Source: an optimization exercise on an open RTL-to-GDS flow (aim: a short achievable clock period and few clock cycles per item). Production flows keep margins and buffers that such runs may drop. Function was checked by simulation only, so behaviour that the tests miss may differ from the original. Power is estimated from default activity; no workload was simulated.

==> flow/design.v <==
package dcache_pkg;
  typedef logic [32-1:0] word_t;
  typedef struct packed {
    logic                     valid;
    logic                     dirty;
    logic [(32 - 3 - 3)-1:0] tag;
    word_t [2-1:0] data;
  } dcache_frame_t;
  typedef enum logic [3:0] {
    IDLE,
    INV_REQ,
    EVICT_WB1,
    EVICT_WB2,
    FILL1,
    FILL2,
    FILL_DONE,
    SNOOP_WB1,
    SNOOP_WB2,
    SNOOP_TRANS
  } dcache_state_t;
endpackage
`timescale 1ns/1ps
module dcache (
  input  logic               CLK,
  input  logic               nRST,
  input  logic               dmem_ren,
  input  logic               dmem_wen,
  input  dcache_pkg::word_t  dmem_addr,
  input  dcache_pkg::word_t  dmem_store,
  output logic               dhit,
  output dcache_pkg::word_t  dmem_load,
  input  logic               dwait,
  input  dcache_pkg::word_t  dload,
  output logic               dren,
  output logic               dwen,
  output dcache_pkg::word_t  daddr,
  output dcache_pkg::word_t  dstore,
  input  logic               cc_grant,
  output logic               cc_inv_req,
  output dcache_pkg::word_t  cc_addr,
  input  logic               snoop_req,
  input  logic               snoop_excl,
  input  dcache_pkg::word_t  snoop_addr,
  output logic               snoop_ack
);
  localparam int IW = 3;
  localparam int TW = (32 - 3 - 3);
  localparam int NS = 2**IW;
  localparam int NE = 2*NS;      
  typedef enum logic [2:0] {
    S_IDLE,      
    S_CPU,       
    S_SNP,       
    S_CFIN,      
    S_SFIN       
  } state_t;
  logic [NE-1:0]             valid_r, dirty_r;
  logic [NE-1:0][TW-1:0]     tag_r;
  logic [NE-1:0][1:0][31:0]  data_r;
  logic [NS-1:0]             lru_r;     
  logic        wen_q, sexcl_q;
  logic [31:0] addr_q, store_q;
  state_t      state;
  logic        miss_q;      
  logic        way_q;       
  logic        xd_q;        
  logic [1:0]  step;        
  logic        wb_q;        
  logic [IW-1:0] wb_idx;    
  logic        wb_way;
  logic        s_hit_q, s_way_q;
  logic [31:0] fb0, fb1;    
  logic        dhit_q, dren_q, dwen_q, inv_q, sack_q;
  logic [31:0] load_q, daddr_q, dstore_q;
  assign dhit       = dhit_q;
  assign dmem_load  = load_q;
  assign dren       = dren_q;
  assign dwen       = dwen_q;
  assign daddr      = daddr_q;
  assign dstore     = dstore_q;
  assign cc_inv_req = inv_q;
  assign cc_addr    = {addr_q[31:3], 3'b000};
  assign snoop_ack  = sack_q;
  logic          look, look_s, look_c;
  logic [31:0]   l_addr;
  logic [IW-1:0] l_idx, a_idx;
  logic [TW-1:0] l_tag;
  assign look   = (state == S_IDLE) && (snoop_req || dmem_ren || dmem_wen);
  assign look_s = (state == S_IDLE) && snoop_req;
  assign look_c = (state == S_IDLE) && !snoop_req && (dmem_ren || dmem_wen);
  assign l_addr = snoop_req ? snoop_addr : dmem_addr;
  assign l_idx  = l_addr[IW+2:3];
  assign l_tag  = l_addr[31:IW+3];
  assign a_idx  = addr_q[IW+2:3];
  logic [1:0] hw, dw;
  always_comb
  begin
    hw = '0;
    dw = '0;
    for (int s = 0; s < NS; s++)
      for (int w = 0; w < 2; w++)
        if (l_idx == s[IW-1:0] && valid_r[2*s+w] && tag_r[2*s+w] == l_tag)
        begin
          hw[w] = 1'b1;
          dw[w] = dirty_r[2*s+w];
        end
  end
  logic l_hit, l_way, l_dirty;
  assign l_hit   = |hw;
  assign l_way   = hw[1];
  assign l_dirty = |dw;
  logic [1:0][31:0] l_line0, l_line1, l_line;
  logic             l_v0, l_v1, l_d0, l_d1;
  assign l_line0 = data_r[{l_idx, 1'b0}];
  assign l_line1 = data_r[{l_idx, 1'b1}];
  assign l_line  = l_way ? l_line1 : l_line0;
  assign l_v0    = valid_r[{l_idx, 1'b0}];
  assign l_v1    = valid_r[{l_idx, 1'b1}];
  assign l_d0    = dirty_r[{l_idx, 1'b0}];
  assign l_d1    = dirty_r[{l_idx, 1'b1}];
  logic pick, pick_wb;
  always_comb
  begin
    if (!l_v0)
      pick = 1'b0;
    else if (!l_v1)
      pick = 1'b1;
    else
      pick = lru_r[l_idx];
  end
  assign pick_wb = pick ? (l_v1 && l_d1) : (l_v0 && l_d0);
  logic c_hit_done, c_miss, c_upg, s_wb;
  assign c_hit_done = look_c && l_hit && (!dmem_wen || l_dirty);
  assign c_miss     = look_c && !l_hit;
  assign c_upg      = look_c && l_hit && dmem_wen && !l_dirty;
  assign s_wb       = look_s && l_hit && l_dirty;
  logic xfer, x_ok, x_last;
  assign xfer   = dren_q || dwen_q;
  assign x_ok   = xfer && !dwait;                     
  assign x_last = step[0] && (step[1] || !wb_q);
  logic [TW-1:0]    wb_tag;
  logic [1:0][31:0] wb_line;
  assign wb_tag  = tag_r[{wb_idx, wb_way}];
  assign wb_line = data_r[{wb_idx, wb_way}];
  logic c_end, s_end;
  assign c_end = (state == S_CPU) && (xd_q || (x_ok && x_last)) && (!inv_q || cc_grant);
  assign s_end = (state == S_SNP) && x_ok && x_last;
  always_ff @(posedge CLK)
  begin
    wen_q   <= dmem_wen;
    addr_q  <= dmem_addr;
    store_q <= dmem_store;
    sexcl_q <= snoop_excl;
  end
  always_ff @(posedge CLK, negedge nRST)
  begin
    if (!nRST)
    begin
      state  <= S_IDLE;
      dhit_q <= 1'b0;
      dren_q <= 1'b0;
      dwen_q <= 1'b0;
      inv_q  <= 1'b0;
      sack_q <= 1'b0;
    end
    else
    begin
      case (state)
        S_IDLE:
        begin
          if (look_s)
          begin
            state  <= s_wb ? S_SNP : S_SFIN;
            dwen_q <= s_wb;
            sack_q <= !s_wb;
          end
          else if (look_c)
          begin
            state  <= c_hit_done ? S_CFIN : S_CPU;
            dhit_q <= c_hit_done;
            dren_q <= c_miss;
            inv_q  <= c_miss ? dmem_wen : c_upg;
          end
        end
        S_CPU:
        begin
          if (cc_grant)
            inv_q <= 1'b0;
          if (x_ok)
          begin
            if (x_last)
            begin
              dren_q <= 1'b0;
              dwen_q <= 1'b0;
            end
            else if (step == 2'd1)
            begin
              dren_q <= 1'b0;
              dwen_q <= 1'b1;
            end
          end
          if (c_end)
          begin
            state  <= S_CFIN;
            dhit_q <= 1'b1;
          end
        end
        S_SNP:
        begin
          if (s_end)
          begin
            state  <= S_SFIN;
            dwen_q <= 1'b0;
            sack_q <= 1'b1;
          end
        end
        S_CFIN:
        begin
          state  <= S_IDLE;
          dhit_q <= 1'b0;
        end
        S_SFIN:
        begin
          state  <= S_IDLE;
          sack_q <= 1'b0;
        end
        default:
          state <= S_IDLE;
      endcase
    end
  end
  always_ff @(posedge CLK)
  begin
    if (look)
    begin
      miss_q  <= !l_hit;
      way_q   <= l_hit ? l_way : pick;
      xd_q    <= l_hit;
      step    <= snoop_req ? 2'd2 : 2'd0;
      wb_q    <= snoop_req ? 1'b1 : pick_wb;
      wb_idx  <= l_idx;
      wb_way  <= snoop_req ? l_way : pick;
      s_hit_q <= l_hit;
      s_way_q <= l_way;
      daddr_q <= {l_addr[31:3], 3'b000};
      dstore_q <= l_line[0];
    end
    else if (x_ok)
    begin
      if (x_last)
        xd_q <= 1'b1;
      else
        step <= step + 2'd1;
      case (step)
        2'd0: daddr_q[2] <= 1'b1;
        2'd1:
        begin
          daddr_q  <= {wb_tag, wb_idx, 3'b000};
          dstore_q <= wb_line[0];
        end
        2'd2:
        begin
          daddr_q[2] <= 1'b1;
          dstore_q   <= wb_line[1];
        end
        default: ;
      endcase
    end
    if (dren_q && step == 2'd0)
      fb0 <= dload;
    if (dren_q && step == 2'd1)
      fb1 <= dload;
    if (look)
      load_q <= l_line[l_addr[2]];
    else if (state == S_CPU && miss_q)
      load_q <= addr_q[2] ? ((dren_q && step == 2'd1) ? dload : fb1) : fb0;
  end
  logic cfin, sfin;
  assign cfin = (state == S_CFIN);
  assign sfin = (state == S_SFIN);
  always_ff @(posedge CLK)
  begin
    for (int e = 0; e < NE; e++)
    begin
      if (cfin && e[IW:1] == a_idx && e[0] == way_q)
      begin
        if (miss_q)
          tag_r[e] <= addr_q[31:IW+3];
        for (int k = 0; k < 2; k++)
        begin
          if (wen_q && addr_q[2] == k[0])
            data_r[e][k] <= store_q;
          else if (miss_q)
            data_r[e][k] <= (k == 0) ? fb0 : fb1;
        end
      end
    end
  end
  always_ff @(posedge CLK, negedge nRST)
  begin
    if (!nRST)
    begin
      valid_r <= '0;
      dirty_r <= '0;
      lru_r   <= '0;
    end
    else
    begin
      for (int e = 0; e < NE; e++)
      begin
        if (cfin && e[IW:1] == a_idx && e[0] == way_q)
        begin
          if (miss_q)
            valid_r[e] <= 1'b1;
          if (wen_q)
            dirty_r[e] <= 1'b1;
          else if (miss_q)
            dirty_r[e] <= 1'b0;
        end
        if (sfin && s_hit_q && e[IW:1] == wb_idx && e[0] == s_way_q)
        begin
          dirty_r[e] <= 1'b0;
          if (sexcl_q)
            valid_r[e] <= 1'b0;
        end
      end
      if (cfin)
        lru_r[a_idx] <= ~way_q;
    end
  end
endmodule
==> flow/constraint.sdc <==
create_clock -name core_clock -period 10.0 [get_ports {CLK}]
set_input_delay 2.0000 -clock core_clock [delete_from_list [all_inputs] [get_ports {CLK}]]
set_output_delay 2.0000 -clock core_clock [all_outputs]
set_load 0.01 [all_outputs]
==> flow/config.mk <==
export PLATFORM = sky130hd
export DESIGN_NAME = dcache
export DESIGN_NICKNAME = dcache
export VERILOG_FILES = /design/flow/design.v
export SDC_FILE = /design/flow/constraint.sdc
export NUM_CORES = 4
export LEC_CHECK = 0
export ABC_CLOCK_PERIOD_IN_PS = 2500
export CAP_MARGIN = 20
export CORE_MARGIN = 2
export CORE_UTILIZATION = 45
export PLACE_DENSITY = 0.65
export SETUP_SLACK_MARGIN = 5
export SLEW_MARGIN = 20
==> flow/run.sh <==
#!/bin/bash
# synth_recipe.tcl (not shown) runs the flow's synth.tcl, then flattens the netlist and writes it again
# the make line also repeats each setting of config.mk as NAME=value (left out here)
make -C /OpenROAD-flow-scripts/flow DESIGN_CONFIG=/design/flow/config.mk WORK_HOME=/design/flow/orfs CLKGATE_MAP_FILE= SYNTH_SCRIPT=/design/flow/synth_recipe.tcl finish
==> impl_metrics.ini, run 1 <==
[detailed_routing]
first_iter_violations = 8658
drtPass1Iterations = 8
avgRoutedWirePerCell_um = 35.89
vias_per_cell = 6.662
drt-total-wl_um = 303200
drcViolationCount = 0
vias = 56280
detail-route-antenna-nets = 0

[timing]
tns_ns = 0
finalCritPeriodShare_pct = 51.10
period_minus_slack_ns = 5.110
rsz0062_at_grt = yes
setup_viol = 0
skew_ns = 0.07296
final-max-slew-violation-count = 0
relSlewSlack_pct = 22.63
finalHoldViolCount = 0
timing.fmax_ghz = 0.1957
worst_pin_slew_ns = 1.161

[synthesis]
async_flop_share_pct = 2.787
synth-xor-area-share_pct = 4.589
seq_area_frac_synth_pct = 61.82
synthSimpleGateAreaFrac_pct = 8.491
synth_cell_types = 72
synth-adder-area-share_pct = 0.1532
synth_cells = 5532
synth-seq-cells = 1722
synth_flop_cell = edfxtp_1
synth_edf_count = 1577
yosys_warnings = 1
syn_area_per_cell_um2 = 14.77
synth_compound_area_share_pct = 5.145
synth_top_family_by_area = multiplexers
synth_mux_area_share_pct = 17.35
synth_area_um2 = 81690

[worst_setup_path]
cp_max_fo = 8
path_class = input port to register
cp.arrival_ns = 5.81
critPathLaunchType = input port
worst_ep_required_time_ns = 10.70
cp-end-kind = register

[clocking]
cts.sinks = 1722
postCtsHoldBufs = 0
worstSkewPairLatency_ns = 0.89
clk_pin_slew_worst_paths_ns = 0.06
clk_path_buf_depth = 3
h-tree-depth = 4
clockRootBuffer = clkbuf_16
cts_tree = yes
cts_made_buffers = 182

[power]
vdd_ir_drop_max_uv = 157.0
swShare_pct = 32.75
total_power_mw = 22.88
p_leak_nw = 33.48
power_switching_mw = 7.492
power_frac_clock_pct = 29.8
power.internal_mw = 15.39
pwr-share-seq_pct = 40.7
combPwrFrac_pct = 29.4
power.density_nw_per_um2 = 235.9

[place]
dp_hpwl_um = 184800
gp_congestion = 0.9529
port_buffers = 259

[global_routing]
grtUsageTotal_pct = 31.74
antenna_found_initial = 17
grt_pass1_vias = 53860
grt_max_degree = 187
grt.overflow.total = 0
grt_pass1_wl_um = 412900

[min_path]
hold_class = register to register

[die]
coreArea_um2 = 180500
row_count = 156
pin_count = 269
dieArea_um2 = 185000
start_util_pct = 45.25
die_h_um = 430.1
die_w_um = 430.1

[run]
max_cap_viol_count = 0

[finish]
utilization_pct = 53.71
area_growth_pct = 18.72
final_cell_mix = edfxtp_1 (1577), nand2_1 (798), mux4_2 (427)
final_common_cell = edfxtp_1
drive_above_1_share_pct = 23.58
nets = 6054

[outcome]
status = no timing/DRC/antenna violations
==> cell families (layout without fill, tap and decap cells) <==
family,after synthesis,count (layout)
flip-flops,1722,1722
AND/OR/NAND/NOR,1508,1512
multiplexers,843,843
AO/OA/AOI/OAI,575,575
buffers and inverters,445,970
XOR/XNOR,428,428
adder cells (fa/ha/maj),10,10
other,1,18
==> per-stage QoR <==
stage	hold slack [ns]	worst slack, ns	std cells	instance area, µm²
4_1_cts	0.4851	4.930	8340	94870
6_report	0.4790	4.890	8448	96980
3_5_place_dp	0.4740	1.922	7900	87130
3_3_place_gp	0.4667	1.989	7899	87110
2_1_floorplan	0.4425	5.027	5536	81850
5_1_grt	0.5114	4.927	8441	96960
==> cells in the mapped netlist, drive strengths merged, types with 22 or more instances <==
cell type	instances	area [µm²]
dfrtp	48	1201
a211oi	33	247.7
a31oi	78	488.0
mux2i	320	3476
o22a	39	341.6
a21oi	33	165.2
o221ai	22	192.7
nor2	148	558.0
nand2	802	3010
o21ai	60	300.3
nand3	40	200.2
o22ai	101	631.9
mux4	427	9617
dfxtp	97	1942
clkbuf	233	874.6
a311oi	104	910.9
a221oi	26	227.7
nand4	30	187.7
mux2	96	1081
inv	32	120.1
and3	199	1245
o32a	24	240.2
xor2	33	289.0
xnor2	395	3460
nor3	84	420.4
buf	177	994.7
edfxtp	1577	47360
nor4	137	857.1
==> critical path: stages <==
cell and delay [ns]:
clkdlybuf4s50_1 0.52, mux2i_4 0.09, buf_12 0.15, buf_4 0.19, xnor2_1 0.47, nor4_4 0.15, nand4_1 0.25, nor4_4 0.10
a222oi_1 0.56, o41ai_2 0.31, a2bb2oi_1 0.21, a31oi_2 0.34, nor2_1 0.12, o31a_1 0.32
==> power groups by stage <==
stage	clock [mW]	sequential [mW]	combinational (mW)
2_1_floorplan	0	9.30	3.67
3_3_place_gp	0	9.44	6.27
3_5_place_dp	0	9.45	6.33
4_1_cts	6.86	9.31	6.48
5_1_grt	7.12	9.34	6.96
6_report	6.83	9.31	6.74
==> repair_timing <==
action | CTS | global route
pin swaps | 14 | 54
endpoints found under the setup margin | 77 | 69
cloned | 6 | 12
setup buffers | 93 | 80
resized for setup | 152 | 197
==> area by class of cell <==
| class | instances | area [µm²] |
|---|---|---|
| fill | 14450 | 83570 |
| inverter | 35 | 153.9 |
| timing repair buffer | 594 | 6222 |
| clock buffer | 247 | 5010 |
| sequential | 1722 | 50500 |
| tap | 2370 | 2965 |
| antenna | 13 | 32.53 |
| clock inverter | 94 | 963.4 |
| multi-input combinational | 3373 | 31130 |
==> state kept, by name, indices dropped and copies added (netlist names), 30 cells and up <==
register,flops
daddr_q,30
tag_r,416
addr_q,30
load_q,32
store_q,32
fb0,32
fb1,32
data_r,1024
dstore_q,32
==> final timing paths <==
kind	slack [ns]	start	cells past startpoint	endpoint
min	0.48	daddr_q[2]$_SDFFE_PP0P_	2	daddr_q[2]$_SDFFE_PP0P_
min in group asynchronous	1.27	nRST	2	dhit_q$_DFFE_PN0P_
max reg2reg	5.74	state[0]$_DFFE_PN0P_	6	load_q[22]$_DFFE_PP_
max in group asynchronous	8.25	nRST	2	lru_r[6]$_DFFE_PN0N_
min reg2reg	0.48	daddr_q[2]$_SDFFE_PP0P_	2	daddr_q[2]$_SDFFE_PP0P_
max	4.89	dmem_addr[6]	14	dwen_q$_DFFE_PN0P_
==> metal layers <==
metal / track usage (%) / share of wire [%] / vias to the layer above
met5: 0 / 0.024 / -
met2: 48.16 / 45 / 4050
met1: 42.91 / 37 / 28900
li1: - / - / 22480
met3: 7.079 / 12 / 846
met4: 16.68 / 6.3 / 10
Testbench counts, summed over its fixed seeds: cycles 345,349, requests 64,000.
==> run 2, diff against run 1 <==
==> flow/flow/run.sh (new file) <==
#!/bin/bash
# The standard layout (standard synthesis included), with timing repair aimed well below the
# clock period: the repair margin is raised so that paths far shorter than the period are
# still improved. The SDC, the period and every other step are the standard flow's own.
set -euo pipefail
bash standard.sh SETUP_SLACK_MARGIN=6.5 finish > make_finish.log 2>&1
==> flow/standard.sh (new file) <==
#!/bin/bash
# synth_recipe.tcl (not shown) runs the flow's synth.tcl, then flattens the netlist and writes it again
# the make line also repeats each setting of config.mk as NAME=value (left out here)
make -C /OpenROAD-flow-scripts/flow DESIGN_CONFIG=/design/flow/config.mk WORK_HOME=/design/flow/orfs CLKGATE_MAP_FILE= SYNTH_SCRIPT=/design/flow/synth_recipe.tcl "${@:-finish}"
--- a/flow/config.mk
+++ b/flow/config.mk
@@ -11,4 +11,3 @@
 export CORE_UTILIZATION = 45
 export PLACE_DENSITY = 0.65
-export SETUP_SLACK_MARGIN = 5
 export SLEW_MARGIN = 20
removed: flow/run.sh
==> run 2 against run 1 <==
  * Still clean
  * Utilization rose by 1.9 points
  * Worst hold slack improved by 0.0081 ns
  * Routed wire length rose by 4.5%
  * Maximum frequency rose by 2.3%
  * Combinational power rose by 3%
  * First-iteration DRC count rose by 1.0%
  * Area after synthesis did not move
  * Largest power group unchanged
  * Highest routed layer unchanged
==> impl_metrics.ini, run 2 <==
[worst_setup_path]
cp_max_fo = 9
cp_common_cell = buf_12
critPathSlowestCell = nor3_4
critPathLaunchType = input port
cp-end-kind = register
crit_path_cell_trace = buf_16 -> buf_12 -> mux2i_4 -> buf_12 -> xnor2_1 -> nor4_2 -> nand3_1 -> nor3_4 -> nor4_4 -> buf_6 -> and2_4 -> buf_12 -> buf_8 -> buf_12 -> mux2i_1 -> o22ai_1 -> nor2_2 -> a221oi_2 -> buf_4
critPathMaxStageDelay_ns = 0.48
path_class = input port to register
worst_ep_required_time_ns = 10.72
cp.arrival_ns = 5.71

[finish]
largest_reg_flops = 1024
area_growth_pct = 22.94
largest_register = data_r
drive_above_1_share_pct = 30.81
nets = 6188
fin_area_um2 = 100400
final_common_cell = edfxtp_1
reg.largest.list = data_r (1024), tag_r (416)
final_cell_mix = edfxtp_1 (1577), nand2_1 (794), mux4_2 (427)

[die]
dieArea_um2 = 185000
coreArea_um2 = 180500
die_w_um = 430.1
row_count = 156
die_h_um = 430.1
start_util_pct = 45.25
pin_count = 269

[synthesis]
async_flop_share_pct = 2.787
yosys_warnings = 1
synth_flop_cell = edfxtp_1
yosysTopAreaCell = edfxtp_1
synth_edf_count = 1577
seq_area_frac_synth_pct = 61.82
synth_cell_types = 72
synth_cells = 5532
synth_area_um2 = 81690
yosys-top-cells-count = edfxtp_1 (1577), nand2_1 (802), mux4_2 (427)
syn_area_per_cell_um2 = 14.77
synth-seq-cells = 1722
netlist.area_leader.share_pct = 57.97
synth.most_common_cell = edfxtp_1
synthTopCellsByArea = edfxtp_1 (58%), mux4_2 (12%), xnor2_1 (4.2%)

[power]
power.density_nw_per_um2 = 231.2
p_leak_nw = 35.04
total_power_mw = 23.22
vdd_ir_drop_max_uv = 214.1

[clocking]
clk_path_buf_depth = 3
h-tree-depth = 4
clk_pin_slew_worst_paths_ns = 0.06
cts.sinks = 1722
cts_tree = yes
postCtsHoldBufs = 0
cts_made_buffers = 179
clockRootBuffer = clkbuf_16
worstSkewPairLatency_ns = 0.87

[detailed_routing]
drtPass1Iterations = 6
vias_per_cell = 6.731
detail-route-antenna-nets = 0
avgRoutedWirePerCell_um = 36.91
drcViolationCount = 0
vias = 57770
drt-total-wl_um = 316800
first_iter_violations = 8746

[timing]
worst_pin_slew_ns = 1.233
skew_ns = 0.03463
timing.fmax_ghz = 0.2003
period_minus_slack_ns = 4.993
relSlewSlack_pct = 15.46
setup_viol = 0
final-max-slew-violation-count = 0
rsz0062_at_grt = yes
finalHoldViolCount = 0
holdWs_ns = 0.4871
tns_ns = 0
finalCritPeriodShare_pct = 49.93

[place]
placed_area_um2 = 87330
dp_hpwl_um = 182900
gp_congestion = 0.9618
port_buffers = 259

[global_routing]
antenna_found_initial = 32
grt_max_degree = 121
grtUsageTotal_pct = 33.47
grt.overflow.total = 0
grt_pass1_wl_um = 432000
grt_pass1_vias = 55530

[outcome]
status = no timing/DRC/antenna violations

[min_path]
hold_class = register to register

[run]
max_cap_viol_count = 0
## run 2: per-stage QoR
step	setup slack (ns)	std cells	utilization, %
after global routing	5.027	8575	55.61
after detailed placement	1.490	7901	48.37
after global placement	1.542	7900	48.36
after floorplan	5.046	5536	-
after CTS	5.176	8482	54.44
final	5.007	8582	55.62
## run 2: critical path, delay by kind of cell
family | cells | cell delay [ns]
simple gates | 6 | 1.30
buf+inv | 8 | 1.27
compound gates | 2 | 0.53
xor+xnor | 1 | 0.20
mux | 2 | 0.34
## run 2: cell type report
type                            instances  area (µm²)
Fill cell                           13850       80120
Sequential cell                      1722       50600
Multi-Input combinational cell       3381       32710
Timing Repair Buffer                  723        7905
Clock buffer                          225        4846
Tap cell                             2370        2965
Clock inverter                        110        1209
Inverter                               35       155.1
Antenna cell                           16       40.04
## run 2: what timing repair did
item                                    CTS  global route
cloned                                   37             8
buffers inserted                        209            73
setup endpoints to repair               845           246
pin swaps                               126           117
resized for setup                      1033           243
endpoints found under the hold margin     0             0
## run 2: logic make-up (layout without fill, tap and decap cells)
group	count (synthesis)	in the layout	share of synthesized area, %
buffers and inverters	445	1093	2.449
DFF	1722	1722	61.82
and+or+nand+nor	1508	1519	8.491
other	1	21	0.004591
muxes	843	843	17.35
xor gates and xnor gates	428	428	4.589
AOI/OAI and AO/OA	575	576	5.145
adders and majority gates	10	10	0.1532
## run 2: metal layers
metal	up-vias	track usage (%)	routed length [µm]
li1	22780	-	-
met1	29670	44.54	114900
met2	4340	49.15	138000
met3	966	8.351	39480
met4	14	21.43	24260
met5	-	0	155
## run 2: worst paths after layout
path / from / to / slack, ns / cells past startpoint
setup reg to reg: state[0]$_DFFE_PN0P_ / load_q[29]$_DFFE_PP_ / 6.18 / 7
max in group asynchronous: nRST / inv_q$_DFFE_PN0P_ / 8.19 / 2
min in group asynchronous: nRST / valid_r[14]$_DFF_PN0_ / 1.27 / 2
hold reg to reg: lru_r[4]$_DFFE_PN0N_ / lru_r[4]$_DFFE_PN0N_ / 0.49 / 1
hold / removal: lru_r[4]$_DFFE_PN0N_ / lru_r[4]$_DFFE_PN0N_ / 0.49 / 1
setup / recovery: snoop_req / dstore_q[2]$_DFFE_PP_ / 5.01 / 19
## run 2: power breakdown
part / internal, mW / switching [mW] / total, mW
Sequential: 8.88 / 0.477 / 9.36
Combinational: 2.72 / 4.21 / 6.93
Clock: 3.95 / 2.98 / 6.93
Total: 15.5 / 7.67 / 23.2
==> run 3, diff against run 2 <==
--- a/flow/design.v
+++ b/flow/design.v
@@ -82,57 +82,68 @@
   assign cc_addr    = {addr_q[31:3], 3'b000};
   assign snoop_ack  = sack_q;
-  logic          look, look_s, look_c;
+  logic          look_s, look_c;
   logic [31:0]   l_addr;
-  logic [IW-1:0] l_idx, a_idx;
-  logic [TW-1:0] l_tag;
-  assign look   = (state == S_IDLE) && (snoop_req || dmem_ren || dmem_wen);
+  logic [IW-1:0] c_idx, s_idx, a_idx;
   assign look_s = (state == S_IDLE) && snoop_req;
   assign look_c = (state == S_IDLE) && !snoop_req && (dmem_ren || dmem_wen);
   assign l_addr = snoop_req ? snoop_addr : dmem_addr;
-  assign l_idx  = l_addr[IW+2:3];
-  assign l_tag  = l_addr[31:IW+3];
+  assign c_idx  = dmem_addr[IW+2:3];
+  assign s_idx  = snoop_addr[IW+2:3];
   assign a_idx  = addr_q[IW+2:3];
-  logic [1:0] hw, dw;
+  logic [1:0] c_hw, c_dw, s_hw, s_dw;
   always_comb
   begin
-    hw = '0;
-    dw = '0;
+    c_hw = '0;
+    c_dw = '0;
+    s_hw = '0;
+    s_dw = '0;
     for (int s = 0; s < NS; s++)
       for (int w = 0; w < 2; w++)
-        if (l_idx == s[IW-1:0] && valid_r[2*s+w] && tag_r[2*s+w] == l_tag)
+      begin
+        if (c_idx == s[IW-1:0] && valid_r[2*s+w] && tag_r[2*s+w] == dmem_addr[31:IW+3])
         begin
-          hw[w] = 1'b1;
-          dw[w] = dirty_r[2*s+w];
+          c_hw[w] = 1'b1;
+          c_dw[w] = dirty_r[2*s+w];
         end
+        if (s_idx == s[IW-1:0] && valid_r[2*s+w] && tag_r[2*s+w] == snoop_addr[31:IW+3])
+        begin
+          s_hw[w] = 1'b1;
+          s_dw[w] = dirty_r[2*s+w];
+        end
+      end
   end
-  logic l_hit, l_way, l_dirty;
-  assign l_hit   = |hw;
-  assign l_way   = hw[1];
-  assign l_dirty = |dw;
-  logic [1:0][31:0] l_line0, l_line1, l_line;
-  logic             l_v0, l_v1, l_d0, l_d1;
-  assign l_line0 = data_r[{l_idx, 1'b0}];
-  assign l_line1 = data_r[{l_idx, 1'b1}];
-  assign l_line  = l_way ? l_line1 : l_line0;
-  assign l_v0    = valid_r[{l_idx, 1'b0}];
-  assign l_v1    = valid_r[{l_idx, 1'b1}];
-  assign l_d0    = dirty_r[{l_idx, 1'b0}];
-  assign l_d1    = dirty_r[{l_idx, 1'b1}];
+  logic c_hit, c_way, c_dirty, s_hit, s_way, s_dirty;
+  assign c_hit   = |c_hw;
+  assign c_way   = c_hw[1];
+  assign c_dirty = |c_dw;
+  assign s_hit   = |s_hw;
+  assign s_way   = s_hw[1];
+  assign s_dirty = |s_dw;
+  logic [31:0] c_w0, c_w1, c_word, s_w0;
+  assign c_w0   = data_r[{c_idx, 1'b0}][dmem_addr[2]];
+  assign c_w1   = data_r[{c_idx, 1'b1}][dmem_addr[2]];
+  assign c_word = c_way ? c_w1 : c_w0;
+  assign s_w0   = s_way ? data_r[{s_idx, 1'b1}][0] : data_r[{s_idx, 1'b0}][0];
+  logic c_v0, c_v1, c_d0, c_d1;
+  assign c_v0 = valid_r[{c_idx, 1'b0}];
+  assign c_v1 = valid_r[{c_idx, 1'b1}];
+  assign c_d0 = dirty_r[{c_idx, 1'b0}];
+  assign c_d1 = dirty_r[{c_idx, 1'b1}];
   logic pick, pick_wb;
   always_comb
   begin
-    if (!l_v0)
+    if (!c_v0)
       pick = 1'b0;
-    else if (!l_v1)
+    else if (!c_v1)
       pick = 1'b1;
     else
-      pick = lru_r[l_idx];
+      pick = lru_r[c_idx];
   end
-  assign pick_wb = pick ? (l_v1 && l_d1) : (l_v0 && l_d0);
+  assign pick_wb = pick ? (c_v1 && c_d1) : (c_v0 && c_d0);
   logic c_hit_done, c_miss, c_upg, s_wb;
-  assign c_hit_done = look_c && l_hit && (!dmem_wen || l_dirty);
-  assign c_miss     = look_c && !l_hit;
-  assign c_upg      = look_c && l_hit && dmem_wen && !l_dirty;
-  assign s_wb       = look_s && l_hit && l_dirty;
+  assign c_hit_done = look_c && c_hit && (!dmem_wen || c_dirty);
+  assign c_miss     = look_c && !c_hit;
+  assign c_upg      = look_c && c_hit && dmem_wen && !c_dirty;
+  assign s_wb       = look_s && s_hit && s_dirty;
   logic xfer, x_ok, x_last;
   assign xfer   = dren_q || dwen_q;
@@ -232,17 +243,17 @@
   always_ff @(posedge CLK)
   begin
-    if (look)
+    if (state == S_IDLE)
     begin
-      miss_q  <= !l_hit;
-      way_q   <= l_hit ? l_way : pick;
-      xd_q    <= l_hit;
-      step    <= snoop_req ? 2'd2 : 2'd0;
-      wb_q    <= snoop_req ? 1'b1 : pick_wb;
-      wb_idx  <= l_idx;
-      wb_way  <= snoop_req ? l_way : pick;
-      s_hit_q <= l_hit;
-      s_way_q <= l_way;
-      daddr_q <= {l_addr[31:3], 3'b000};
-      dstore_q <= l_line[0];
+      miss_q   <= !c_hit;
+      way_q    <= c_hit ? c_way : pick;
+      xd_q     <= c_hit;
+      step     <= snoop_req ? 2'd2 : 2'd0;
+      wb_q     <= snoop_req ? 1'b1 : pick_wb;
+      wb_idx   <= snoop_req ? s_idx : c_idx;
+      wb_way   <= snoop_req ? s_way : pick;
+      s_hit_q  <= s_hit;
+      s_way_q  <= s_way;
+      daddr_q  <= {l_addr[31:3], 3'b000};
+      dstore_q <= s_w0;
     end
     else if (x_ok)
@@ -271,8 +282,8 @@
     if (dren_q && step == 2'd1)
       fb1 <= dload;
-    if (look)
-      load_q <= l_line[l_addr[2]];
-    else if (state == S_CPU && miss_q)
+    if (state == S_CPU)
       load_q <= addr_q[2] ? ((dren_q && step == 2'd1) ? dload : fb1) : fb0;
+    else
+      load_q <= c_word;
   end
   logic cfin, sfin;
==> flow/run.sh (new file) <==
#!/bin/bash
# synth_recipe.tcl (not shown) runs the flow's synth.tcl, then flattens the netlist and writes it again
# the make line also repeats each setting of config.mk as NAME=value (left out here)
make -C /OpenROAD-flow-scripts/flow DESIGN_CONFIG=/design/flow/config.mk WORK_HOME=/design/flow/orfs CLKGATE_MAP_FILE= SYNTH_SCRIPT=/design/flow/synth_recipe.tcl finish
--- a/flow/config.mk
+++ b/flow/config.mk
@@ -11,3 +11,4 @@
 export CORE_UTILIZATION = 45
 export PLACE_DENSITY = 0.65
+export SETUP_SLACK_MARGIN = 5
 export SLEW_MARGIN = 20
removed: flow/flow/run.sh
removed: flow/standard.sh
==> run 3 against run 2 <==
  * Area after synthesis is 8.0% higher
  * Still clean
  * Synthesized cell count shrank 6.6%
  * Clock skew rose by 0.048 ns
  * Critical path type unchanged
  * Count of clock-buffer cells in the layout rose by 15
  * Final area down 0.22%
  * Combinational power down 7.5%
  * Via count fell by 2.4%
==> impl_metrics.ini, run 3 <==
[synthesis]
synth-seq-cells = 1722
yosysTopAreaCell = edfxtp_1
synth_edf_count = 1545
seq_area_frac_synth_pct = 56.88
yosys-top-cells-count = edfxtp_1 (1545), mux4_2 (883), xnor2_1 (656)
yosys_warnings = 1
synth_flop_cell = edfxtp_1
synthTopCellsByArea = edfxtp_1 (53%), mux4_2 (23%), xnor2_1 (6.5%)
synth_cells = 5168
synth_cell_types = 65
synth_area_um2 = 88210
netlist.area_leader.share_pct = 52.59
synth.most_common_cell = edfxtp_1
async_flop_share_pct = 2.787
syn_area_per_cell_um2 = 17.07

[clocking]
cts_tree = yes
cts.sinks = 1722
clk_pin_slew_worst_paths_ns = 0.06
h-tree-depth = 4
clk_path_buf_depth = 3
cts_made_buffers = 183
worstSkewPairLatency_ns = 0.88
postCtsHoldBufs = 0
clockRootBuffer = clkbuf_16

[power]
vdd_ir_drop_max_uv = 268.7
p_leak_nw = 31.43
power.density_nw_per_um2 = 227.3
total_power_mw = 22.78

[worst_setup_path]
worst_ep_required_time_ns = 10.69
critPathSlowestCell = clkdlybuf4s15_1
path_class = input port to register
cp-end-kind = register
cp.arrival_ns = 5.78
crit_cells = 12
r2r-end = data_r[325]$_DFFE_PP_
r2r-start = wen_q$_DFF_P_
cp_common_cell = a22oi_1
startpoint = dmem_addr[28]
ff2ff_setup_slack_ns = 5.34
cp-endpoint = load_q[26]$_DFF_P_
cp_max_fo = 48
worst_path_dominant_cell_family = buffers and inverters
critPathMaxStageDelay_ns = 0.66
crit_path_cell_trace = clkdlybuf4s15_1 -> buf_4 -> xnor2_1 -> nand4_1 -> nor4_1 -> a22oi_1 -> nand4_4 -> buf_16 -> mux2i_1 -> nand2_1 -> nand3_1 -> a22oi_1
cp_num_buf_inv = 3
critPathLaunchType = input port
reg2regPathDepth = 6

[finish]
nets = 5495
area_growth_pct = 13.59
reg.largest.list = data_r (1024), tag_r (416)
drive_above_1_share_pct = 27.65
multiInputGateArea_um2 = 36360
stdcell_count = 8141
fin_area_um2 = 100200
largest_reg_flops = 1024
register_area_um2 = 50180
utilization_pct = 51.44
fillCellCount = 15650
final_cell_mix = edfxtp_1 (1545), mux4_2 (883), xnor2_1 (656)
final_common_cell = edfxtp_1
largest_register = data_r

[detailed_routing]
drt-total-wl_um = 330000
drcViolationCount = 0
detail-route-antenna-nets = 0
vias = 56400
first_iter_violations = 8851
avgRoutedWirePerCell_um = 40.54
vias_per_cell = 6.928
drtPass1Iterations = 7

[global_routing]
grt_pass1_vias = 55070
grt_max_degree = 144
grtUsageTotal_pct = 32.90
antenna_found_initial = 12
grt_pass1_wl_um = 449600
grt.overflow.total = 0

[timing]
rsz0062_at_grt = yes
timing.fmax_ghz = 0.1964
holdWs_ns = 0.4880
setup_viol = 0
finalCritPeriodShare_pct = 50.91
relSlewSlack_pct = 15.66
period_minus_slack_ns = 5.091
skew_ns = 0.08248
tns_ns = 0
setup_ws_ns = 4.909
worst_pin_slew_ns = 1.262
finalHoldViolCount = 0
final-max-slew-violation-count = 0

[outcome]
status = no timing/DRC/antenna violations

[place]
placedCellCount = 7784
dp_hpwl_um = 197400
gp_congestion = 1.023
port_buffers = 258
dp_slack_ns = 3.299
placed_area_um2 = 93680

[run]
max_cap_viol_count = 0

[min_path]
hold_class = register to register

[die]
start_util_pct = 45.29
die_h_um = 446.8
die_w_um = 446.8
coreArea_um2 = 194800
dieArea_um2 = 199600
pin_count = 269
row_count = 162
run 3: area by class of cell:
cell class | count | area share (%)
inverter | 32 | 0.1261
multi-input combinational | 2993 | 36.28
antenna | 5 | 0.01249
sequential | 1722 | 50.08
tap | 2624 | 3.276
timing repair buffer | 417 | 3.941
clock buffer | 240 | 5.057
clock inverter | 108 | 1.224
run 3: layer usage:
| layer | GRT usage, % | up-vias | routed length [µm] |
|---|---|---|---|
| li1 | - | 21340 | - |
| met2 | 48.73 | 4657 | 145800 |
| met3 | 9.014 | 894 | 44080 |
| met5 | 0 | - | 17 |
| met1 | 44.44 | 29510 | 119300 |
| met4 | 17.38 | 4 | 20800 |
run 3: power by group:
| part | total (mW) | switching (mW) | leakage (nW) | internal, mW |
|---|---|---|---|---|
| Clock | 7.06 | 3.05 | 3.04 | 4.01 |
| Combinational | 6.41 | 3.67 | 12.7 | 2.74 |
| Sequential | 9.31 | 0.470 | 15.7 | 8.84 |
| Total | 22.8 | 7.19 | 31.4 | 15.6 |
run 3: worst min path at each step:
stage,from,to,slack [ns],cells after the start
floorplan,lru_r[5]$_DFFE_PN0N_,lru_r[5]$_DFFE_PN0N_,0.44,2
global placement,lru_r[5]$_DFFE_PN0N_,lru_r[5]$_DFFE_PN0N_,0.47,2
detailed placement,lru_r[4]$_DFFE_PN0N_,lru_r[4]$_DFFE_PN0N_,0.47,1
CTS,lru_r[4]$_DFFE_PN0N_,lru_r[4]$_DFFE_PN0N_,0.48,1
global route,fb1[19]$_DFF_P_,fb1[19]$_DFF_P_,0.51,1
finish,lru_r[4]$_DFFE_PN0N_,lru_r[4]$_DFFE_PN0N_,0.49,1
run 3: kinds of logic (layout without fill, tap and decap cells):
logic type | Yosys count | count (layout) | synth area share [%]
flip-flops | 1722 | 1722 | 56.88
multiplexers | 1189 | 1189 | 26.16
XOR/XNOR | 832 | 832 | 8.269
AND/OR/NAND/NOR | 688 | 688 | 4.119
buffers and inverters | 457 | 797 | 2.404
AO/OA/AOI/OAI | 269 | 269 | 2.018
adder cells (fa/ha/maj) | 10 | 10 | 0.1418
other | 1 | 10 | 0.004251
run 3: worst reg2reg max path, cell delays in order (launching register included):
cell and delay (ns):
dfxtp_1 0.69, inv_1 0.40, nor2_4 0.15, buf_4 0.83, nor2_4 0.42, nor2_4 1.08, buf_4 0.74
run 3: what timing repair did:
| action | in CTS | in global routing |
|---|---|---|
| buffers inserted | 0 | 2 |
| pin swaps | 0 | 1 |
| resized for setup | 29 | 15 |
| gates cloned | 1 | 1 |
| setup endpoints to repair | 72 | 64 |
Testbench counts of run 3, summed over its fixed seeds: cycles 345,349, requests 64,000.
==> run 4, diff against run 3 <==
--- a/flow/design.v
+++ b/flow/design.v
@@ -21,4 +21,37 @@
 endpackage
 `timescale 1ns/1ps
+module dcache_line_match (
+  input  logic [(32 - 3 - 3)-1:0] tag_in,
+  input  logic [(32 - 3 - 3)-1:0] tag_line,
+  input  logic                     sel,
+  output logic                     match
+);
+  assign match = sel && (tag_in == tag_line);
+endmodule
+module dcache_way_hit #(parameter int NS = 8) (
+  input  logic [NS-1:0] match,
+  input  logic [NS-1:0] dirty,
+  output logic          hit,
+  output logic          hdirty
+);
+  assign hit    = |match;
+  assign hdirty = |(match & dirty);
+endmodule
+module dcache_word_sel #(parameter int N = 16, parameter int SW = 4) (
+  input  logic [N-1:0][32-1:0] words,
+  input  logic [SW-1:0]                    sel,
+  output logic [32-1:0]        word
+);
+  assign word = words[sel];
+endmodule
+module dcache_way_sel (
+  input  logic                       way,
+  input  logic [32-1:0]  w0,
+  input  logic [32-1:0]  w1,
+  output logic [32-1:0]  word
+);
+  assign word = way ? w1 : w0;
+endmodule
+`timescale 1ns/1ps
 module dcache (
   input  logic               CLK,
@@ -51,4 +84,5 @@
     S_IDLE,      
     S_CPU,       
+    S_SPRE,      
     S_SNP,       
     S_CFIN,      
@@ -91,25 +125,40 @@
   assign s_idx  = snoop_addr[IW+2:3];
   assign a_idx  = addr_q[IW+2:3];
-  logic [1:0] c_hw, c_dw, s_hw, s_dw;
+  logic [NS-1:0] c_dec, s_dec;
+  logic [NE-1:0] c_m, s_m;
   always_comb
-  begin
-    c_hw = '0;
-    c_dw = '0;
-    s_hw = '0;
-    s_dw = '0;
     for (int s = 0; s < NS; s++)
-      for (int w = 0; w < 2; w++)
-      begin
-        if (c_idx == s[IW-1:0] && valid_r[2*s+w] && tag_r[2*s+w] == dmem_addr[31:IW+3])
-        begin
-          c_hw[w] = 1'b1;
-          c_dw[w] = dirty_r[2*s+w];
-        end
-        if (s_idx == s[IW-1:0] && valid_r[2*s+w] && tag_r[2*s+w] == snoop_addr[31:IW+3])
-        begin
-          s_hw[w] = 1'b1;
-          s_dw[w] = dirty_r[2*s+w];
-        end
-      end
+    begin
+      c_dec[s] = (c_idx == s[IW-1:0]);
+      s_dec[s] = (s_idx == s[IW-1:0]);
+    end
+  for (genvar e = 0; e < NE; e++)
+  begin : g_line
+    dcache_line_match u_cm (
+      .tag_in   (dmem_addr[31:IW+3]),
+      .tag_line (tag_r[e]),
+      .sel      (c_dec[e/2] && valid_r[e]),
+      .match    (c_m[e])
+    );
+    dcache_line_match u_sm (
+      .tag_in   (snoop_addr[31:IW+3]),
+      .tag_line (tag_r[e]),
+      .sel      (s_dec[e/2] && valid_r[e]),
+      .match    (s_m[e])
+    );
+  end
+  logic [1:0] c_hw, c_dw, s_hw, s_dw;
+  for (genvar w = 0; w < 2; w++)
+  begin : g_way
+    logic [NS-1:0] cm_w, sm_w, d_w;
+    logic [NS-1:0][31:0] words_w0, words_w1;
+    for (genvar t = 0; t < NS; t++)
+    begin : g_set
+      assign cm_w[t] = c_m[2*t+w];
+      assign sm_w[t] = s_m[2*t+w];
+      assign d_w[t]  = dirty_r[2*t+w];
+    end
+    dcache_way_hit #(.NS(NS)) u_ch (.match(cm_w), .dirty(d_w), .hit(c_hw[w]), .hdirty(c_dw[w]));
+    dcache_way_hit #(.NS(NS)) u_sh (.match(sm_w), .dirty(d_w), .hit(s_hw[w]), .hdirty(s_dw[w]));
   end
   logic c_hit, c_way, c_dirty, s_hit, s_way, s_dirty;
@@ -120,9 +169,16 @@
   assign s_way   = s_hw[1];
   assign s_dirty = |s_dw;
-  logic [31:0] c_w0, c_w1, c_word, s_w0;
-  assign c_w0   = data_r[{c_idx, 1'b0}][dmem_addr[2]];
-  assign c_w1   = data_r[{c_idx, 1'b1}][dmem_addr[2]];
-  assign c_word = c_way ? c_w1 : c_w0;
-  assign s_w0   = s_way ? data_r[{s_idx, 1'b1}][0] : data_r[{s_idx, 1'b0}][0];
+  logic [2*NS-1:0][31:0] c_words0, c_words1;
+  always_comb
+    for (int t = 0; t < NS; t++)
+      for (int k = 0; k < 2; k++)
+      begin
+        c_words0[2*t+k] = data_r[2*t][k];
+        c_words1[2*t+k] = data_r[2*t+1][k];
+      end
+  logic [31:0] c_w0, c_w1, c_word;
+  dcache_word_sel #(.N(2*NS), .SW(IW+1)) u_cw0 (.words(c_words0), .sel({c_idx, dmem_addr[2]}), .word(c_w0));
+  dcache_word_sel #(.N(2*NS), .SW(IW+1)) u_cw1 (.words(c_words1), .sel({c_idx, dmem_addr[2]}), .word(c_w1));
+  dcache_way_sel u_cws (.way(c_way), .w0(c_w0), .w1(c_w1), .word(c_word));
   logic c_v0, c_v1, c_d0, c_d1;
   assign c_v0 = valid_r[{c_idx, 1'b0}];
@@ -182,6 +238,5 @@
           if (look_s)
           begin
-            state  <= s_wb ? S_SNP : S_SFIN;
-            dwen_q <= s_wb;
+            state  <= s_wb ? S_SPRE : S_SFIN;
             sack_q <= !s_wb;
           end
@@ -217,4 +272,9 @@
           end
         end
+        S_SPRE:
+        begin
+          state  <= S_SNP;
+          dwen_q <= 1'b1;
+        end
         S_SNP:
         begin
@@ -255,6 +315,7 @@
       s_way_q  <= s_way;
       daddr_q  <= {l_addr[31:3], 3'b000};
-      dstore_q <= s_w0;
     end
+    else if (state == S_SPRE)
+      dstore_q <= wb_line[0];
     else if (x_ok)
     begin
==> flow/flow/run.sh (new file) <==
#!/bin/bash
# The standard layout (the standard synthesis script and ORFS steps), with two changes to
# how it is made:
#  - timing repair aims well below the clock period (a larger setup margin), so that paths far
#    shorter than the period are still improved;
#  - the slow 4-input NOR-type cells (and 3-input ORs) are added to the cells synthesis and
#    repair may not use, next to the platform's own don't-use list.
# The SDC, the clock period and everything measured are the standard flow's own.
set -euo pipefail
PLATFORM_DONT_USE="sky130_fd_sc_hd__probe_p_8 sky130_fd_sc_hd__probec_p_8 sky130_fd_sc_hd__lpflow_bleeder_1 sky130_fd_sc_hd__lpflow_clkbufkapwr_1 sky130_fd_sc_hd__lpflow_clkbufkapwr_16 sky130_fd_sc_hd__lpflow_clkbufkapwr_2 sky130_fd_sc_hd__lpflow_clkbufkapwr_4 sky130_fd_sc_hd__lpflow_clkbufkapwr_8 sky130_fd_sc_hd__lpflow_clkinvkapwr_1 sky130_fd_sc_hd__lpflow_clkinvkapwr_16 sky130_fd_sc_hd__lpflow_clkinvkapwr_2 sky130_fd_sc_hd__lpflow_clkinvkapwr_4 sky130_fd_sc_hd__lpflow_clkinvkapwr_8 sky130_fd_sc_hd__lpflow_decapkapwr_12 sky130_fd_sc_hd__lpflow_decapkapwr_3 sky130_fd_sc_hd__lpflow_decapkapwr_4 sky130_fd_sc_hd__lpflow_decapkapwr_6 sky130_fd_sc_hd__lpflow_decapkapwr_8 sky130_fd_sc_hd__lpflow_inputiso0n_1 sky130_fd_sc_hd__lpflow_inputiso0p_1 sky130_fd_sc_hd__lpflow_inputiso1n_1 sky130_fd_sc_hd__lpflow_inputiso1p_1 sky130_fd_sc_hd__lpflow_inputisolatch_1 sky130_fd_sc_hd__lpflow_isobufsrc_1 sky130_fd_sc_hd__lpflow_isobufsrc_16 sky130_fd_sc_hd__lpflow_isobufsrc_2 sky130_fd_sc_hd__lpflow_isobufsrc_4 sky130_fd_sc_hd__lpflow_isobufsrc_8 sky130_fd_sc_hd__lpflow_isobufsrckapwr_16 sky130_fd_sc_hd__lpflow_lsbuf_lh_hl_isowell_tap_1 sky130_fd_sc_hd__lpflow_lsbuf_lh_hl_isowell_tap_2 sky130_fd_sc_hd__lpflow_lsbuf_lh_hl_isowell_tap_4 sky130_fd_sc_hd__lpflow_lsbuf_lh_isowell_4 sky130_fd_sc_hd__lpflow_lsbuf_lh_isowell_tap_1 sky130_fd_sc_hd__lpflow_lsbuf_lh_isowell_tap_2 sky130_fd_sc_hd__lpflow_lsbuf_lh_isowell_tap_4"
SLOW_CELLS="sky130_fd_sc_hd__or4_1 sky130_fd_sc_hd__or4_2 sky130_fd_sc_hd__or4_4 sky130_fd_sc_hd__or4b_1 sky130_fd_sc_hd__or4b_2 sky130_fd_sc_hd__or4b_4 sky130_fd_sc_hd__or4bb_1 sky130_fd_sc_hd__or4bb_2 sky130_fd_sc_hd__or4bb_4 sky130_fd_sc_hd__nor4_1 sky130_fd_sc_hd__nor4_2 sky130_fd_sc_hd__nor4_4 sky130_fd_sc_hd__nor4b_1 sky130_fd_sc_hd__nor4b_2 sky130_fd_sc_hd__nor4b_4 sky130_fd_sc_hd__nor4bb_1 sky130_fd_sc_hd__nor4bb_2 sky130_fd_sc_hd__nor4bb_4 sky130_fd_sc_hd__a2111oi_0 sky130_fd_sc_hd__a2111oi_1 sky130_fd_sc_hd__a2111oi_2 sky130_fd_sc_hd__a2111oi_4 sky130_fd_sc_hd__a2111o_1 sky130_fd_sc_hd__a2111o_2 sky130_fd_sc_hd__a2111o_4 sky130_fd_sc_hd__or3_1 sky130_fd_sc_hd__or3_2 sky130_fd_sc_hd__or3_4 sky130_fd_sc_hd__or3b_1 sky130_fd_sc_hd__or3b_2 sky130_fd_sc_hd__or3b_4 "
bash standard.sh SETUP_SLACK_MARGIN=6.5 "DONT_USE_CELLS=$PLATFORM_DONT_USE $SLOW_CELLS" finish > make_finish.log 2>&1
==> flow/standard.sh (new file) <==
#!/bin/bash
# synth_recipe.tcl (not shown) runs the flow's synth.tcl, then flattens the netlist and writes it again
# the make line also repeats each setting of config.mk as NAME=value (left out here)
make -C /OpenROAD-flow-scripts/flow DESIGN_CONFIG=/design/flow/config.mk WORK_HOME=/design/flow/orfs CLKGATE_MAP_FILE= SYNTH_SCRIPT=/design/flow/synth_recipe.tcl "${@:-finish}"
--- a/flow/config.mk
+++ b/flow/config.mk
@@ -11,4 +11,4 @@
 export CORE_UTILIZATION = 45
 export PLACE_DENSITY = 0.65
-export SETUP_SLACK_MARGIN = 5
 export SLEW_MARGIN = 20
+export SYNTH_HIERARCHICAL = 1
removed: flow/run.sh
==> run 4 against run 3 <==
  * Power rose by 0.23%
  * Via count is 7.5% lower
  * Routed wire length shrank 14%
  * Flip-flop and latch count unchanged
  * Die area down 5.0%
  * Synthesized cell count fell by 5.6%
  * Global-route usage is 3.1 points lower
  * Register-to-register slack gained 1.2 ns
  * Worst hold slack worse by 0.016 ns
  * Utilization increased by 2.9 points
  * Sequential share of layout area decreased by 0.090 points
  * Critical path type unchanged
  * Largest cell class unchanged
==> impl_metrics.ini, run 4 <==
[detailed_routing]
drtPass1Iterations = 6
first_iter_violations = 6738
avgRoutedWirePerCell_um = 35.34
detail-route-antenna-nets = 0
vias = 52160
drt-total-wl_um = 285400
drcViolationCount = 0
vias_per_cell = 6.458

[global_routing]
grt.overflow.total = 0
antenna_found_initial = 22
grt_pass1_wl_um = 401200
grt_max_degree = 145
grtUsageTotal_pct = 29.77
grt_pass1_vias = 52830

[synthesis]
synth_area_um2 = 83740
async_flop_share_pct = 2.787
yosys-top-cells-count = edfxtp_1 (1545), xnor2_1 (832), mux4_2 (690)
synth_cells = 4881
seq_area_frac_synth_pct = 59.92
synth-seq-cells = 1722
synth.most_common_cell = edfxtp_1
yosysTopAreaCell = edfxtp_1
netlist.area_leader.share_pct = 55.40
synth_flop_cell = edfxtp_1
synth_edf_count = 1545
yosys_warnings = 7
synthTopCellsByArea = edfxtp_1 (55%), mux4_2 (19%), xnor2_1 (8.7%)
syn_area_per_cell_um2 = 17.16
synth_cell_types = 51

[timing]
skew_ns = 0.06725
finalHoldViolCount = 0
final-max-slew-violation-count = 0
period_minus_slack_ns = 3.847
rsz0062_at_grt = yes
finalCritPeriodShare_pct = 38.46
timing.fmax_ghz = 0.2600
setup_viol = 0
relSlewSlack_pct = 22.57
worst_pin_slew_ns = 1.161
tns_ns = 0

[die]
dieArea_um2 = 189600
pin_count = 269
row_count = 158
coreArea_um2 = 185200
start_util_pct = 45.21
die_h_um = 435.4
die_w_um = 435.4

[place]
gp_congestion = 0.9197
placedCellCount = 7467
port_buffers = 258
dp_hpwl_um = 159600
placed_area_um2 = 89350

[outcome]
status = no timing/DRC/antenna violations

[run]
max_cap_viol_count = 0

[finish]
utilization_pct = 54.34
final_common_cell = edfxtp_1
stdcell_count = 8076
fillCellCount = 14350
drive_above_1_share_pct = 36.21
largest_reg_flops = 1024
multiInputGateArea_um2 = 33550
largest_register = data_r
register_area_um2 = 50320
nets = 5577
reg.largest.list = data_r (1024), tag_r (416)
final_cell_mix = edfxtp_1 (1545), xnor2_1 (781), mux4_2 (690)
area_growth_pct = 20.21
fin_area_um2 = 100700

[worst_setup_path]
critPathLaunchType = input port
cp.arrival_ns = 4.52
cp_max_fo = 7
worst_ep_required_time_ns = 10.68
path_class = input port to register
cp-end-kind = register

[clocking]
worstSkewPairLatency_ns = 0.87
postCtsHoldBufs = 0
clk_pin_slew_worst_paths_ns = 0.06
cts_tree = yes
cts_made_buffers = 180
cts.sinks = 1722
h-tree-depth = 4
clockRootBuffer = clkbuf_16
clk_path_buf_depth = 3

[power]
p_leak_nw = 32.97
vdd_ir_drop_max_uv = 171.8
power.density_nw_per_um2 = 226.8

[min_path]
hold_class = register to register
run 4: cell types whose count changed in the layout (fill, tap and decap cells not counted), moves of 66 or more:
cell and delta:
xnor2_1 +125, buf_4 +132, mux2i_1 -140, mux4_2 -193, mux2_2 +82, clkdlybuf4s50_1 -165, a22oi_1 +110, xor2_1 -175
nor4_1 -66
run 4: layer usage:
metal | vias to the layer above | global-route usage (%) | share of wire (%)
met5 | - | 0 | 0.042
met4 | 20 | 15.32 | 5.9
met3 | 701 | 6.648 | 10
met2 | 3513 | 47.11 | 47
met1 | 27120 | 38.69 | 37
li1 | 20800 | - | -
run 4: logic make-up (layout without fill, tap and decap cells):
| logic type | count (synthesis) | in the layout | synth area share, % |
|---|---|---|---|
| xor+xnor | 832 | 832 | 8.702 |
| buf+inv | 317 | 1021 | 1.935 |
| flops | 1722 | 1722 | 59.92 |
| other cells | 1 | 12 | 0.004478 |
| fa+ha+maj | 11 | 11 | 0.1644 |
| compound gates | 322 | 322 | 2.615 |
| simple gates | 706 | 706 | 4.294 |
| mux | 970 | 970 | 22.36 |
run 4: path summary, 6_finish.rpt:
kind	from	to	slack (ns)	cells after the start
worst max-delay path	dmem_addr[23]	load_q[26]$_DFF_P_	6.15	14
worst min-delay path	addr_q[8]$_DFF_P_	tag_r[340]$_DFFE_PP_	0.47	0
worst max register to register	wen_q$_DFF_P_	data_r[850]$_DFFE_PP_	6.54	5
worst min register to register	addr_q[8]$_DFF_P_	tag_r[340]$_DFFE_PP_	0.47	0
max in group asynchronous	nRST	dhit_q$_DFFE_PN0P_	8.20	2
min in group asynchronous	nRST	lru_r[0]$_DFFE_PN0N_	1.27	2
run 4: report_power, final:
group,switching (mW),internal [mW],leakage [nW]
Clock,3.00,4.08,3.01
Sequential,0.438,8.96,15.6
Combinational,3.47,2.88,14.3
run 4: layout make-up:
type / instances / share of cell area (%)
Sequential cell: 1722 / 49.99
Multi-Input combinational cell: 2846 / 33.33
Timing Repair Buffer: 650 / 7.303
Clock buffer: 233 / 4.845
Tap cell: 2480 / 3.083
Clock inverter: 108 / 1.321
Inverter: 30 / 0.1119
Antenna cell: 7 / 0.01740
run 4: through the flow:
| step | setup slack [ns] | hold slack [ns] | total power, mW |
|---|---|---|---|
| floorplan | 6.128 | 0.4428 | 13.37 |
| global placement | 3.410 | 0.4579 | 15.55 |
| detailed placement | 3.375 | 0.4689 | 15.62 |
| CTS | 6.319 | 0.4696 | 22.82 |
| global route | 6.211 | 0.4819 | 23.55 |
| finish | 6.154 | 0.4723 | 22.83 |
run 4: repair_timing:
item	in CTS	in global routing
pin swaps	117	43
setup endpoints to repair	739	121
gates cloned	48	2
hold endpoints to repair	0	0
gates resized for setup	1041	87
setup buffers	200	11
run 4: critical path, cell delays in order:
cell,delay (ns)
buf_8,0.10
buf_12,0.14
xnor2_2,0.15
nand4_1,0.35
nor2_2,0.35
and3_4,0.23
nor2_1,0.04
nand4_1,0.14
buf_12,0.21
buf_12,0.14
buf_16,0.14
mux2_4,0.35
nand2_2,0.06
o21ai_1,0.07
run 4: Yosys stat by module, one instance, submodules excluded, a selection:
module	cells	times used	flops+latches
dcache	3079	1	1722
dcache_line_match	37	32	0
dcache_way_sel	36	1	0
Testbench counts of run 4, summed over its fixed seeds: cycles 345,737, requests 64,000.

[separate check: timing with driven ports]
No port has a modelled driver above. Below, the same layouts with a new extraction and two added sets of constraints. Step 1 sets driving cells, clkbuf_16 on the clock port and buf_2 on the other inputs (assumed; they add their load-dependent delay and slew). Step 2 also shifts input and output timing later by t, the mid clock arrival at the registers, as if the neighbouring blocks saw the same clock. Slacks: no drivers / after step 1 / after step 2; pairs: no drivers / after step 1.
run | t, ns | slack for setup (ns) | worst setup path at the end
run 1 | 0.950 | 4.890 / 4.701 / 3.751 | input to register
run 2 | 0.938 | 5.007 / 4.700 / 3.762 | input to register
run 3 | 0.935 | 4.909 / 4.973 / 4.037 | input to register
run 4 | 0.924 | 6.154 / 6.156 / 5.232 | input to register
After both steps setup and hold are still met in every run listed. For run 2, which loses most, drivers alone change the setup slack by -0.307 ns; drivers and shift together by -1.245 ns.
